Source: an optimization exercise on an open RTL-to-GDS flow (aim: small area, a short achievable clock period and few clock cycles per item). Production flows keep margins and buffers that such runs may drop.
Only simulation tests tie the RTL to the original design; equivalence was not proved.
Power is estimated from default activity; no workload was simulated.

== v6 ==
// lfu_fully_associative_cache
module lfu_fully_associative_cache
#(
  parameter int unsigned CACHE_ENTRIES = 16,
  parameter int unsigned FREQ_BITS     = 16
) (
  input  logic                  clk_i,
  input  logic                  rst_ni,
  input  logic                  start,
  output logic                  busy,
  input  logic [lfuc_pkg::KEY_W-1:0]      lookup_key_i,
  input  logic                  cfg_we_i,
  input  logic [lfuc_pkg::LIMIT_W-1:0]    cfg_wdata_i,
  output logic                  done_o,
  output logic                  was_hit_o,
  output logic                  did_evict_o,
  output logic [lfuc_pkg::KEY_W-1:0]      evicted_key_o,
  output logic [lfuc_pkg::OUT_FREQ_W-1:0] new_frequency_o,
  output logic [lfuc_pkg::TOTAL_W-1:0]    total_hits_o,
  output logic [lfuc_pkg::TOTAL_W-1:0]    total_misses_o
);
Size: roughly 5200 cells after synthesis, about 160 I/O pins, about 63000 um2 of cells after synthesis.
Settings: LEC_CHECK=0, CAP_MARGIN=20, CORE_MARGIN=2, CORE_UTILIZATION=60, SLEW_MARGIN=20; clock period 10.0 ns.
standard.sh (not shown) runs the stock make flow with config.mk's settings and CLKGATE_MAP_FILE= SYNTH_SCRIPT=/design/flow/synth_recipe.tcl, a recipe that flattens the netlist after the stock synthesis.
==> flow/flow/run.sh <==
#!/bin/bash
# Own layout flow: the standard ORFS flow (standard.sh, with its
# synthesis unchanged), with
#  * plain buffers as the port buffers instead of the delay buffers that
#    buffer_ports picks by default,
#  * repair_timing aiming at a larger setup margin, free to resize across
#    cell footprints,
#  * larger clock-tree sink clusters (fewer clock buffers).
# The clock period and constraints are the standard flow's (constraint.sdc, untouched).
# make's full output goes to flow_make.log in this folder; ORFS's per-step
# logs are under orfs/logs.
set -euo pipefail
bash standard.sh \
  SETUP_SLACK_MARGIN=6.7 \
  MATCH_CELL_FOOTPRINT=0 \
  "BUFFER_PORTS_ARGS=-buffer_cell sky130_fd_sc_hd__buf_2" CTS_CLUSTER_SIZE=30 CTS_CLUSTER_DIAMETER=60 \
  finish > flow_make.log 2>&1
test -s out/final.def
Testbench counts of v6, summed over its fixed seeds: cycles 24,024, lookups 24,000.
--- input diff v6..v7 ---
--- a/flow/design.v
+++ b/flow/design.v
@@ -147,41 +147,43 @@
   assign hit_sat  = hit_carry[FW-1] && hit_freq[FW-1];
   assign hit_inc  = hit_sat ? hit_freq : (hit_freq ^ hit_carry);
   assign new_freq = hit ? hit_inc : FREQ_ONE;
   logic [N-1:0] pass;       
   logic [N-1:0] is_one;
   logic [N-1:0] ins_lt;     
   always_comb begin
     for (int j = 0; j < N; j++) begin
       logic [FW-1:0] d;
       logic [FW-1:0] k;
-      logic          near;
+      logic          eq0;
+      logic          eq1;
       d = freq_q[j] ^ hit_freq;
-      k[0] = d[0];
+      k[0] = 1'b1;
       for (int b = 1; b < FW; b++) begin
         k[b] = hit_freq[b-1] && !freq_q[j][b-1];
       end
-      near = ~|(d ^ k);
-      pass[j]   = valid_q[j] && !hit_sat && near && (!d[0] || !key_lt[j]);
+      eq0 = ~|d;
+      eq1 = ~|(d ^ k);
+      pass[j]   = !hit_sat && (eq0 || (eq1 && !key_lt[j]));
       is_one[j] = (freq_q[j] == FREQ_ONE);
-      ins_lt[j] = !valid_q[j] || !is_one[j] || key_lt[j];
+      ins_lt[j] = !is_one[j] || key_lt[j];
     end
   end
   logic [N-1:0] victim;
   always_comb begin
     for (int i = 0; i < N; i++) begin
-      victim[i] = 1'b1;
+      victim[i] = valid_q[i];
       for (int j = 0; j < N; j++) begin
         if (j < i) begin
-          victim[i] = victim[i] && !lt_q[j][i];
+          victim[i] = victim[i] && (!valid_q[j] || !lt_q[j][i]);
         end else if (j > i) begin
-          victim[i] = victim[i] && lt_q[i][j];
+          victim[i] = victim[i] && (!valid_q[j] || lt_q[i][j]);
         end
       end
     end
   end
   function automatic logic [N-1:0] limit_slot(input logic [lfuc_pkg::LIMIT_W-1:0] lim);
     limit_slot = '0;
     for (int i = 0; i < N; i++) begin
       if (lim == '0) begin
         limit_slot[i] = (i == 0);
       end else if (lim > 5'(N)) begin
### Flow results
Status: CTS clock-pin slew for the worst setup and hold paths parity (v7, v6)
Of the two candidates, v6 has the better starting DRC count in detailed routing and v7 the worse one.
Worst setup slack delta for v7 relative to v6: 0.083 ns lower
[diff] total power, v7 relative to v6: regression
Average wire length per cell after detail routing (v7 vs. v6) increases slightly
Count of cell types in the netlist: v7 > v6
In v7, the cell area after layout came out 5.2% above the value in v6.
Testbench counts of v7, summed over its fixed seeds: cycles 24,024, lookups 24,000.

-- static timing again, ports no longer ideal --
How much do the figures lean on ideal ports? The routed layouts below were timed once more, with nothing changed but the port constraints. Step 1, drivers: a clkbuf_16 drives clk_i and a buf_2 each remaining input, both assumed. Step 2 times the ports against the registers' clock, not the clock port: input delays grow and output delays shrink by t, the midpoint of the rising clock arrivals with the driver on. Slacks: ideal / step 1 / step 2; pairs: ideal / step 1.
| run | t, ns | setup slack, ns | clock arrival spread, ns | pins driven straight from the clock port |
|---|---|---|---|---|
| v6 | 0.790 | 6.648 / 6.644 / 6.005 | 0.041 / 0.041 | 1 |
| v7 | 0.818 | 6.565 / 6.565 / 5.922 | 0.056 / 0.057 | 1 |
After both steps setup and hold are still met in every run listed.
